What follows belongs to an exercise in optimizing a design on an open flow for small area, a short achievable clock period and few clock cycles per item; a production flow would make more cautious choices. Only simulation tests tie the RTL to the original design; equivalence was not proved.

==> 07-27: inputs <==
==> flow/design.v <==
package rhpt_pkg;
  localparam int unsigned VAL_W    = 16;
  localparam int unsigned TIME_W   = 32;
  localparam int unsigned PEAK_W   = 15;
  localparam int unsigned HOURS_W  = 29;
  localparam int unsigned HELD_W   = 8;
  localparam int unsigned            RECIP_HI_W  = 5;
  localparam logic [TIME_W-1:0]      RECIP_LO    = 32'd878082203;
  localparam logic [RECIP_HI_W-1:0]  RECIP_HI    = 5'd18;
  localparam int unsigned            RECIP_SHIFT = 40;
endpackage
module ring_history_peak_tracker_top #(
  parameter int unsigned DEPTH = 128
) (
  input  logic                                clk,
  input  logic                                rst_n,
  input  logic                                in_valid,
  output logic                                in_ready,
  input  logic signed [rhpt_pkg::VAL_W-1:0]   in_sample_value,
  input  logic        [rhpt_pkg::TIME_W-1:0]  in_sample_time,
  output logic                                out_valid,
  input  logic                                out_ready,
  output logic signed [rhpt_pkg::VAL_W-1:0]   out_current_value,
  output logic                                out_peak_found,
  output logic        [rhpt_pkg::PEAK_W-1:0]  out_peak_value,
  output logic        [rhpt_pkg::TIME_W-1:0]  out_peak_age_seconds,
  output logic        [rhpt_pkg::HOURS_W-1:0] out_peak_age_hours_q8,
  output logic        [rhpt_pkg::HELD_W-1:0]  out_entries_held,
  output logic                                out_ring_full
);
  localparam int unsigned BL = 16;              
  localparam int unsigned NB = DEPTH / BL;      
  localparam int unsigned MW = $clog2(BL);
  localparam int unsigned CW = $clog2(DEPTH + 1);
  localparam int unsigned VW = rhpt_pkg::VAL_W;
  localparam int unsigned PW = rhpt_pkg::PEAK_W;
  localparam int unsigned TW = rhpt_pkg::TIME_W;
  localparam int unsigned QW = rhpt_pkg::HOURS_W;
  localparam int unsigned HW = rhpt_pkg::HELD_W;
  localparam int unsigned TB = DEPTH - BL + 1;  
  localparam int unsigned NT = BL - 1;          
  localparam int unsigned RW = 1 + PW + TW + 1 + TW;
  localparam int unsigned SW = 1 + PW + TW + TW + VW;
  function automatic logic gt32(input logic [31:0] a, input logic [31:0] b);
    logic [31:0] g, p;
    g = a & ~b;
    p = a | ~b;
    for (int s = 1; s < 32; s = s * 2) begin
      for (int k = 0; k + s < 32; k = k + 2 * s) begin
        g[k] = g[k+s] | (p[k+s] & g[k]);
        p[k] = p[k+s] & p[k];
      end
    end
    gt32 = g[0];
  endfunction
  function automatic logic [RW-1:0] comb(input logic [RW-1:0] o, input logic [RW-1:0] n);
    logic          of, nf, otv, ntv, take_v, take_t;
    logic [PW-1:0] opv, npv;
    logic [TW-1:0] opt, npt, ot, nt;
    {of, opv, opt, otv, ot} = o;
    {nf, npv, npt, ntv, nt} = n;
    take_v = nf & (~of | gt32({17'd0, npv}, {17'd0, opv}));
    take_t = ntv & (~otv | gt32(nt, ot));
    comb = {of | nf, take_v ? {npv, npt} : {opv, opt},
            otv | ntv, take_t ? nt : ot};
  endfunction
  logic          in_v_r;
  logic [VW-1:0] in_val_r;
  logic [TW-1:0] in_time_r;
  logic          skid_full_r;
  logic          go;
  logic          acc;
  assign go       = in_v_r & ~skid_full_r;
  assign in_ready = ~in_v_r | ~skid_full_r;
  assign acc      = in_valid & in_ready;
  always_ff @(posedge clk) begin
    if (!rst_n) in_v_r <= 1'b0;
    else        in_v_r <= acc | (in_v_r & ~go);
    if (acc) begin
      in_val_r  <= in_sample_value;
      in_time_r <= in_sample_time;
    end
  end
  logic [DEPTH*PW-1:0] wv;      
  logic [DEPTH*TW-1:0] wt;      
  logic [DEPTH-1:0]    wd;      
  logic [DEPTH-1:0]    wtd;     
  logic [CW-1:0]       fill_r;
  logic [MW-1:0]       m_r;     
  logic                cur_s_r;  
  logic [BL-2:0]       cmp_v, cmp_t;
  logic                new_pos;
  logic [RW-1:0]       new_rec, run_r;
  logic [RW-1:0]       q_r [NB-1];
  logic                push;      
  assign new_pos = ~in_val_r[VW-1] & (|in_val_r[VW-2:0]);
  assign new_rec = {new_pos, in_val_r[PW-1:0], in_time_r, 1'b1, in_time_r};
  for (genvar i = 0; i < BL - 1; i++) begin : g_cmp
    assign cmp_v[i] = new_pos & gt32({17'd0, in_val_r[PW-1:0]}, {17'd0, wv[i*PW +: PW]});
    assign cmp_t[i] = ~gt32(wt[i*TW +: TW], in_time_r);
  end
  always_ff @(posedge clk) begin
    if (!rst_n) begin
      fill_r <= '0;
      m_r    <= MW'(BL - 1);
      push   <= 1'b1;
      run_r[RW-1]    <= 1'b0;
      run_r[TW]      <= 1'b0;
      for (int k = 0; k < NB - 1; k++) begin
        q_r[k][RW-1] <= 1'b0;
        q_r[k][TW]   <= 1'b0;
      end
    end else if (go) begin
      if (fill_r != CW'(DEPTH)) fill_r <= fill_r + CW'(1);
      m_r <= m_r + MW'(1);
      push <= (m_r == MW'(BL - 2));
      if (push) begin
        run_r <= new_rec;
        q_r[0] <= run_r;
        for (int k = 1; k < NB - 1; k++) q_r[k] <= comb(q_r[k-1], run_r);
      end else begin
        run_r <= comb(run_r, new_rec);
      end
    end
    if (go) begin
      wv    <= {wv[(DEPTH-1)*PW-1:0], in_val_r[PW-1:0]};
      wt    <= {wt[(DEPTH-1)*TW-1:0], in_time_r};
      wd    <= {wd[DEPTH-2:BL-1], wd[BL-2:0] | cmp_v, ~new_pos};
      wtd   <= {wtd[DEPTH-2:BL-1], wtd[BL-2:0] | cmp_t, 1'b0};
      cur_s_r <= in_val_r[VW-1];
    end
  end
  logic [NT-1:0] cand_p, cand_t, above_p, above_t, oh_p, oh_t;
  logic [PW-1:0] sel_pv;
  logic [TW-1:0] sel_pt, sel_nt;
  logic [RW-1:0] tail_r;
  for (genvar j = 0; j < NT; j++) begin : g_tail
    logic in_win;
    assign in_win    = (fill_r >= CW'(TB + j)) & (push | (m_r < MW'(j)));
    assign cand_p[j] = in_win & ~wd[TB - 1 + j];
    assign cand_t[j] = in_win & ~wtd[TB - 1 + j];
  end
  always_comb begin
    above_p[NT-1] = 1'b0;
    above_t[NT-1] = 1'b0;
    for (int j = NT - 2; j >= 0; j--) begin
      above_p[j] = above_p[j+1] | cand_p[j+1];
      above_t[j] = above_t[j+1] | cand_t[j+1];
    end
  end
  assign oh_p = cand_p & ~above_p;
  assign oh_t = cand_t & ~above_t;
  always_comb begin
    sel_pv = '0;
    sel_pt = '0;
    sel_nt = '0;
    for (int j = 0; j < NT; j++) begin
      sel_pv = sel_pv | (wv[(TB-1+j)*PW +: PW] & {PW{oh_p[j]}});
      sel_pt = sel_pt | (wt[(TB-1+j)*TW +: TW] & {TW{oh_p[j]}});
      sel_nt = sel_nt | (wt[(TB-1+j)*TW +: TW] & {TW{oh_t[j]}});
    end
  end
  always_ff @(posedge clk) begin
    if (go) tail_r <= {|cand_p, sel_pv, sel_pt, |cand_t, sel_nt};
  end
  logic          ef, qf, rf, etv, qtv, rtv;
  logic [PW-1:0] epv, qpv, rpv;
  logic [TW-1:0] ept, qpt, rpt, et, qt, rt;
  logic          g_qe, g_re, g_rq, t_qe, t_re, t_rq;
  logic          w_found;
  logic [PW-1:0] w_pv;
  logic [TW-1:0] w_pt, w_nt;
  logic [SW-1:0] live;
  assign {ef, epv, ept, etv, et} = tail_r;
  assign {qf, qpv, qpt, qtv, qt} = q_r[NB-2];
  assign {rf, rpv, rpt, rtv, rt} = run_r;
  assign g_qe = qf & (~ef | gt32({17'd0, qpv}, {17'd0, epv}));
  assign g_re = rf & (~ef | gt32({17'd0, rpv}, {17'd0, epv}));
  assign g_rq = rf & (~qf | gt32({17'd0, rpv}, {17'd0, qpv}));
  assign t_qe = qtv & (~etv | gt32(qt, et));
  assign t_re = rtv & (~etv | gt32(rt, et));
  assign t_rq = rtv & (~qtv | gt32(rt, qt));
  always_comb begin
    if (g_qe) {w_pv, w_pt} = g_rq ? {rpv, rpt} : {qpv, qpt};
    else      {w_pv, w_pt} = g_re ? {rpv, rpt} : {epv, ept};
    if (t_qe) w_nt = t_rq ? rt : qt;
    else      w_nt = t_re ? rt : et;
  end
  assign w_found = ef | qf | rf;
  assign live    = {w_found, w_pv, w_pt, w_nt, cur_s_r, wv[PW-1:0]};
  logic          adv;
  logic          lp_r;         
  logic [SW-1:0] skid_r;
  logic          p1_v, p2_v, p3_v, ov_r;
  logic [SW-1:0] p1;
  assign adv = ~ov_r | out_ready;
  always_ff @(posedge clk) begin
    if (!rst_n) begin
      lp_r        <= 1'b0;
      skid_full_r <= 1'b0;
      p1_v        <= 1'b0;
      p2_v        <= 1'b0;
      p3_v        <= 1'b0;
      ov_r        <= 1'b0;
    end else begin
      lp_r <= go | (lp_r & skid_full_r);
      if (skid_full_r) begin
        if (adv) skid_full_r <= 1'b0;
      end else if (lp_r && !adv) begin
        skid_full_r <= 1'b1;
      end
      if (adv) begin
        p1_v <= skid_full_r | lp_r;
        p2_v <= p1_v;
        p3_v <= p2_v;
        ov_r <= p3_v;
      end
    end
    if (!skid_full_r && lp_r && !adv) skid_r <= live;
    if (adv) p1 <= skid_full_r ? skid_r : live;
  end
  logic          p1_found;
  logic [PW-1:0] p1_pv;
  logic [TW-1:0] p1_pt, p1_nt;
  logic [VW-1:0] p1_cur;
  assign {p1_found, p1_pv, p1_pt, p1_nt, p1_cur} = p1;
  logic          p2_found;
  logic [PW-1:0] p2_pv;
  logic [TW-1:0] p2_age;
  logic [VW-1:0] p2_cur;
  always_ff @(posedge clk) begin
    if (adv) begin
      p2_found <= p1_found;
      p2_pv    <= p1_pv;
      p2_age   <= (p1_nt & {TW{p1_found}}) - p1_pt;
      p2_cur   <= p1_cur;
    end
  end
  localparam int unsigned NR = 16;
  logic [40:0] rows [NR];
  logic [40:0] a41;
  assign a41 = {9'd0, p2_age};
  always_comb begin
    rows[0]  = a41 << 8;
    rows[1]  = a41 << 5;
    rows[2]  = a41 << 2;
    rows[3]  = ~a41;
    rows[4]  = a41 >> 2;
    rows[5]  = a41 >> 5;
    rows[6]  = ~(a41 >> 7);
    rows[7]  = ~(a41 >> 9);
    rows[8]  = ~(a41 >> 11);
    rows[9]  = a41 >> 13;
    rows[10] = ~(a41 >> 17);
    rows[11] = a41 >> 21;
    rows[12] = a41 >> 23;
    rows[13] = ~(a41 >> 26);
    rows[14] = ~(a41 >> 28);
    rows[15] = 41'd13;
  end
  logic [40:0] cs0, cc0, cs1, cc1, cs2, cc2, cs3, cc3, cs4, cc4, cs5, cc5, cs6, cc6, cs7, cc7, cs8, cc8, cs9, cc9, cs10, cc10, cs11, cc11, cs12, cc12, cs13, cc13;
  assign cs0 = rows[0] ^ rows[1] ^ rows[2];
  assign cc0 = ((rows[0] & rows[1]) | (rows[0] & rows[2]) | (rows[1] & rows[2])) << 1;
  assign cs1 = rows[3] ^ rows[4] ^ rows[5];
  assign cc1 = ((rows[3] & rows[4]) | (rows[3] & rows[5]) | (rows[4] & rows[5])) << 1;
  assign cs2 = rows[6] ^ rows[7] ^ rows[8];
  assign cc2 = ((rows[6] & rows[7]) | (rows[6] & rows[8]) | (rows[7] & rows[8])) << 1;
  assign cs3 = rows[9] ^ rows[10] ^ rows[11];
  assign cc3 = ((rows[9] & rows[10]) | (rows[9] & rows[11]) | (rows[10] & rows[11])) << 1;
  assign cs4 = rows[12] ^ rows[13] ^ rows[14];
  assign cc4 = ((rows[12] & rows[13]) | (rows[12] & rows[14]) | (rows[13] & rows[14])) << 1;
  assign cs5 = cs0 ^ cc0 ^ cs1;
  assign cc5 = ((cs0 & cc0) | (cs0 & cs1) | (cc0 & cs1)) << 1;
  assign cs6 = cc1 ^ cs2 ^ cc2;
  assign cc6 = ((cc1 & cs2) | (cc1 & cc2) | (cs2 & cc2)) << 1;
  assign cs7 = cs3 ^ cc3 ^ cs4;
  assign cc7 = ((cs3 & cc3) | (cs3 & cs4) | (cc3 & cs4)) << 1;
  assign cs8 = cs5 ^ cc5 ^ cs6;
  assign cc8 = ((cs5 & cc5) | (cs5 & cs6) | (cc5 & cs6)) << 1;
  assign cs9 = cc6 ^ cs7 ^ cc7;
  assign cc9 = ((cc6 & cs7) | (cc6 & cc7) | (cs7 & cc7)) << 1;
  assign cs10 = cs8 ^ cc8 ^ cs9;
  assign cc10 = ((cs8 & cc8) | (cs8 & cs9) | (cc8 & cs9)) << 1;
  assign cs11 = cc9 ^ cc4 ^ rows[15];
  assign cc11 = ((cc9 & cc4) | (cc9 & rows[15]) | (cc4 & rows[15])) << 1;
  assign cs12 = cs10 ^ cc10 ^ cs11;
  assign cc12 = ((cs10 & cc10) | (cs10 & cs11) | (cc10 & cs11)) << 1;
  assign cs13 = cs12 ^ cc12 ^ cc11;
  assign cc13 = ((cs12 & cc12) | (cs12 & cc11) | (cc12 & cc11)) << 1;
  logic          p3_found;
  logic [PW-1:0] p3_pv;
  logic [TW-1:0] p3_age;
  logic [VW-1:0] p3_cur;
  logic [40:0]   p3_hs, p3_hc;
  logic [40:0]   p3_hsum;
  always_ff @(posedge clk) begin
    if (adv) begin
      p3_found <= p2_found;
      p3_pv    <= p2_pv;
      p3_age   <= p2_age;
      p3_cur   <= p2_cur;
      p3_hs    <= cs13;
      p3_hc    <= cc13;
    end
  end
  assign p3_hsum = p3_hs + p3_hc;
  always_ff @(posedge clk) begin
    if (!rst_n) begin
      out_entries_held <= '0;
      out_ring_full    <= 1'b0;
    end else if (adv && p3_v) begin
      if (out_entries_held != HW'(DEPTH)) out_entries_held <= out_entries_held + HW'(1);
      out_ring_full <= (out_entries_held >= HW'(DEPTH - 1));
    end
    if (adv) begin
      out_peak_found        <= p3_found;
      out_peak_value        <= p3_pv;
      out_peak_age_seconds  <= p3_age;
      out_peak_age_hours_q8 <= p3_hsum[12 +: QW];
      out_current_value     <= p3_cur;
    end
  end
  assign out_valid = ov_r;
endmodule
==> flow/run.sh <==
#!/bin/bash
# synth_recipe.tcl (not shown) runs the flow's synth.tcl, then flattens the netlist and writes it again
# the make line also repeats each setting of config.mk as NAME=value (left out here)
make -C /OpenROAD-flow-scripts/flow DESIGN_CONFIG=/design/flow/config.mk WORK_HOME=/design/flow/orfs CLKGATE_MAP_FILE= SYNTH_SCRIPT=/design/flow/synth_recipe.tcl finish
==> flow/config.mk <==
export PLATFORM = sky130hd
export DESIGN_NAME = ring_history_peak_tracker_top
export DESIGN_NICKNAME = ring_history_peak_tracker_top
export VERILOG_FILES = /design/flow/design.v
export SDC_FILE = /design/flow/constraint.sdc
export NUM_CORES = 4
export LEC_CHECK = 0
export CAP_MARGIN = 20
export CORE_MARGIN = 2
export CORE_UTILIZATION = 45
export SETUP_SLACK_MARGIN = 5
export SLEW_MARGIN = 20
export SYNTH_MEMORY_MAX_BITS = 8192
==> flow/constraint.sdc <==
create_clock -name core_clock -period 10.0 [get_ports {clk}]
set_input_delay 2.0000 -clock core_clock [delete_from_list [all_inputs] [get_ports {clk}]]
set_output_delay 2.0000 -clock core_clock [all_outputs]
set_load 0.01 [all_outputs]
==> inputs of 07-17, as changes to 07-27 <==
--- a/flow/design.v
+++ b/flow/design.v
@@ -72,9 +72,17 @@
   logic          acc;
   assign go       = in_v_r & ~skid_full_r;
-  assign in_ready = ~in_v_r | ~skid_full_r;
-  assign acc      = in_valid & in_ready;
+  logic          in_v_nxt, skid_nxt;
+  logic          in_ready_r;    
+  assign in_ready = in_ready_r;
+  assign acc      = in_valid & in_ready_r;
+  assign in_v_nxt = acc | (in_v_r & ~go);
   always_ff @(posedge clk) begin
-    if (!rst_n) in_v_r <= 1'b0;
-    else        in_v_r <= acc | (in_v_r & ~go);
+    if (!rst_n) begin
+      in_v_r     <= 1'b0;
+      in_ready_r <= 1'b1;
+    end else begin
+      in_v_r     <= in_v_nxt;
+      in_ready_r <= ~in_v_nxt | ~skid_nxt;
+    end
     if (acc) begin
       in_val_r  <= in_sample_value;
@@ -131,5 +139,7 @@
     end
   end
-  logic [NT-1:0] cand_p, cand_t, above_p, above_t, oh_p, oh_t;
+  logic [NT-1:0] cand_p, cand_t, above_p, above_t;
+  logic [NT-1:0] oh_p_r, oh_t_r;
+  logic          any_p_r, any_t_r;
   logic [PW-1:0] sel_pv;
   logic [TW-1:0] sel_pt, sel_nt;
@@ -137,7 +147,8 @@
   for (genvar j = 0; j < NT; j++) begin : g_tail
     logic in_win;
-    assign in_win    = (fill_r >= CW'(TB + j)) & (push | (m_r < MW'(j)));
-    assign cand_p[j] = in_win & ~wd[TB - 1 + j];
-    assign cand_t[j] = in_win & ~wtd[TB - 1 + j];
+    assign in_win    = (fill_r >= CW'(TB + j - 1)) &
+                       ((m_r == MW'(BL - 2)) | (push & (j >= 1)) | ({1'b0, m_r} + 1 < j));
+    assign cand_p[j] = in_win & ~wd[TB - 2 + j];
+    assign cand_t[j] = in_win & ~wtd[TB - 2 + j];
   end
   always_comb begin
@@ -149,6 +160,17 @@
     end
   end
-  assign oh_p = cand_p & ~above_p;
-  assign oh_t = cand_t & ~above_t;
+  always_ff @(posedge clk) begin
+    if (!rst_n) begin
+      oh_p_r  <= '0;
+      oh_t_r  <= '0;
+      any_p_r <= 1'b0;
+      any_t_r <= 1'b0;
+    end else if (go) begin
+      oh_p_r  <= cand_p & ~above_p;
+      oh_t_r  <= cand_t & ~above_t;
+      any_p_r <= |cand_p;
+      any_t_r <= |cand_t;
+    end
+  end
   always_comb begin
     sel_pv = '0;
@@ -156,11 +178,11 @@
     sel_nt = '0;
     for (int j = 0; j < NT; j++) begin
-      sel_pv = sel_pv | (wv[(TB-1+j)*PW +: PW] & {PW{oh_p[j]}});
-      sel_pt = sel_pt | (wt[(TB-1+j)*TW +: TW] & {TW{oh_p[j]}});
-      sel_nt = sel_nt | (wt[(TB-1+j)*TW +: TW] & {TW{oh_t[j]}});
+      sel_pv = sel_pv | (wv[(TB-1+j)*PW +: PW] & {PW{oh_p_r[j]}});
+      sel_pt = sel_pt | (wt[(TB-1+j)*TW +: TW] & {TW{oh_p_r[j]}});
+      sel_nt = sel_nt | (wt[(TB-1+j)*TW +: TW] & {TW{oh_t_r[j]}});
     end
   end
   always_ff @(posedge clk) begin
-    if (go) tail_r <= {|cand_p, sel_pv, sel_pt, |cand_t, sel_nt};
+    if (go) tail_r <= {any_p_r, sel_pv, sel_pt, any_t_r, sel_nt};
   end
   logic          ef, qf, rf, etv, qtv, rtv;
@@ -194,5 +216,6 @@
   logic          p1_v, p2_v, p3_v, ov_r;
   logic [SW-1:0] p1;
-  assign adv = ~ov_r | out_ready;
+  assign adv      = ~ov_r | out_ready;
+  assign skid_nxt = skid_full_r ? ~adv : (lp_r & ~adv);
   always_ff @(posedge clk) begin
     if (!rst_n) begin
@@ -204,10 +227,6 @@
       ov_r        <= 1'b0;
     end else begin
-      lp_r <= go | (lp_r & skid_full_r);
-      if (skid_full_r) begin
-        if (adv) skid_full_r <= 1'b0;
-      end else if (lp_r && !adv) begin
-        skid_full_r <= 1'b1;
-      end
+      lp_r        <= go | (lp_r & skid_full_r);
+      skid_full_r <= skid_nxt;
       if (adv) begin
         p1_v <= skid_full_r | lp_r;
@@ -259,5 +278,5 @@
     rows[15] = 41'd13;
   end
-  logic [40:0] cs0, cc0, cs1, cc1, cs2, cc2, cs3, cc3, cs4, cc4, cs5, cc5, cs6, cc6, cs7, cc7, cs8, cc8, cs9, cc9, cs10, cc10, cs11, cc11, cs12, cc12, cs13, cc13;
+  logic [40:0] cs0, cc0, cs1, cc1, cs2, cc2, cs3, cc3, cs4, cc4, cs5, cc5, cs6, cc6, cs7, cc7, cs8, cc8, cs9, cc9, cs10, cc10, cs11, cc11, cs12, cc12;
   assign cs0 = rows[0] ^ rows[1] ^ rows[2];
   assign cc0 = ((rows[0] & rows[1]) | (rows[0] & rows[2]) | (rows[1] & rows[2])) << 1;
@@ -286,12 +305,10 @@
   assign cs12 = cs10 ^ cc10 ^ cs11;
   assign cc12 = ((cs10 & cc10) | (cs10 & cs11) | (cc10 & cs11)) << 1;
-  assign cs13 = cs12 ^ cc12 ^ cc11;
-  assign cc13 = ((cs12 & cc12) | (cs12 & cc11) | (cc12 & cc11)) << 1;
   logic          p3_found;
   logic [PW-1:0] p3_pv;
   logic [TW-1:0] p3_age;
   logic [VW-1:0] p3_cur;
-  logic [40:0]   p3_hs, p3_hc;
-  logic [40:0]   p3_hsum;
+  logic [40:0]   p3_h0, p3_h1, p3_h2;
+  logic [40:0]   p3_hs, p3_hc, p3_hsum;
   always_ff @(posedge clk) begin
     if (adv) begin
@@ -300,8 +317,11 @@
       p3_age   <= p2_age;
       p3_cur   <= p2_cur;
-      p3_hs    <= cs13;
-      p3_hc    <= cc13;
+      p3_h0    <= cs12;
+      p3_h1    <= cc12;
+      p3_h2    <= cc11;
     end
   end
+  assign p3_hs   = p3_h0 ^ p3_h1 ^ p3_h2;
+  assign p3_hc   = ((p3_h0 & p3_h1) | (p3_h0 & p3_h2) | (p3_h1 & p3_h2)) << 1;
   assign p3_hsum = p3_hs + p3_hc;
   always_ff @(posedge clk) begin
==> flow/flow/run.sh (new file) <==
#!/bin/bash
set -euo pipefail
bash standard.sh SETUP_SLACK_MARGIN=6.5 finish > flow_make.log 2>&1
==> flow/standard.sh (new file) <==
#!/bin/bash
# synth_recipe.tcl (not shown) runs the flow's synth.tcl, then flattens the netlist and writes it again
# the make line also repeats each setting of config.mk as NAME=value (left out here)
make -C /OpenROAD-flow-scripts/flow DESIGN_CONFIG=/design/flow/config.mk WORK_HOME=/design/flow/orfs CLKGATE_MAP_FILE= SYNTH_SCRIPT=/design/flow/synth_recipe.tcl "${@:-finish}"
--- a/flow/config.mk
+++ b/flow/config.mk
@@ -9,5 +9,6 @@
 export CORE_MARGIN = 2
 export CORE_UTILIZATION = 45
-export SETUP_SLACK_MARGIN = 5
+export CTS_CLUSTER_DIAMETER = 60
+export CTS_CLUSTER_SIZE = 30
 export SLEW_MARGIN = 20
 export SYNTH_MEMORY_MAX_BITS = 8192
removed: flow/run.sh
==> run summary <==
07-27 finished with timing, DRC and antenna clean. 07-17 went through all stages and came out clean.
Register-to-register slack: 07-17 is better than 07-27 (0.34 ns).
In 07-17 the routed wire length is higher than in 07-27, by 9.0%.
Of 07-27 and 07-17, 07-17 has the higher cell count (gap 2.0%, measured against 07-17).
In 07-17 the area after synthesis is larger than in 07-27, by about 1%.
Via count: 07-17 is larger than 07-27 (4.7%).
Clock-buffer cell count: 07-17 is lower than 07-27 (469).
Against 07-17, the non-clock buffer count of 07-27 is lower by 559.
Between 07-17 and 07-27, the lower core utilization is in 07-27 (gap 0.66 points).
==> figures <==
Peak-usage layer in the global routing report: 07-27 met1; 07-17 met2
TAP cells: 07-27 8008; 07-17 8064
Result of the run: 07-27 no timing/DRC/antenna violations; 07-17 no timing/DRC/antenna violations
Most frequent cell on the critical path: 07-27 sky130_fd_sc_hd__fa_1; 07-17 sky130_fd_sc_hd__maj3_2
Unrepaired setup endpoints after global routing: 07-27 false; 07-17 true
Global-route met2 utilization: 07-27 0.227; 07-17 0.254
H-tree lvl count: 07-27 6; 07-17 5
Delay contributed by the slowest stage of the critical path: 07-27 0.77 ns; 07-17 0.42 ns
Detailed-routing wirelength on met1: 07-27 236000 um; 07-17 241000 um
Nonclk buf count: 07-27 442; 07-17 1001
Clock transition at the registers of the reported paths: 07-27 0.06 ns; 07-17 0.09 ns
Cell count along the critical path: 07-27 10; 07-17 14
First-pass iteration count of the detailed router: 07-27 7; 07-17 10
#FFs+latches synth: 07-27 7520; 07-17 7578
Antenna diodes: 07-27 9; 07-17 17
Core area: 07-27 599000 um2; 07-17 606000 um2
Non-clock inverter count in the final layout: 07-27 878; 07-17 790
Testbench counts of 07-27, summed over its fixed seeds: cycles 2,608, items 2,560.
Testbench counts of 07-17, summed over its fixed seeds: cycles 2,608, items 2,560.

-- port drivers added, routing unchanged --
The flow's constraints put no driver on any port. The routed layouts listed below were extracted and timed again, unchanged, in two steps. Step 1 (the two cells are an assumption about what drives the block):
set clk [get_ports {clk}]
set_driving_cell -lib_cell sky130_fd_sc_hd__clkbuf_16 $clk
set_driving_cell -lib_cell sky130_fd_sc_hd__buf_2 [delete_from_list [all_inputs] $clk]
Step 2 times the ports against the registers' clock, not the clock port: input delays grow and output delays shrink by t, the midpoint of the rising clock arrivals with the driver on. Three values: no drivers, after step 1, after step 2; two values: the first two.
run	t (ns)	setup slack, ns	clock arrival spread, ns	worst slew at a driven data input, ns
07-27	1.204	5.179 / 5.179 / 5.064	0.092 / 0.093	0.07
07-17	1.145	5.522 / 5.522 / 5.507	0.109 / 0.109	0.21
After both steps every run listed still meets setup and hold. For 07-27, which loses most, drivers alone change the setup slack by 0.000 ns; drivers and shift together by -0.115 ns.
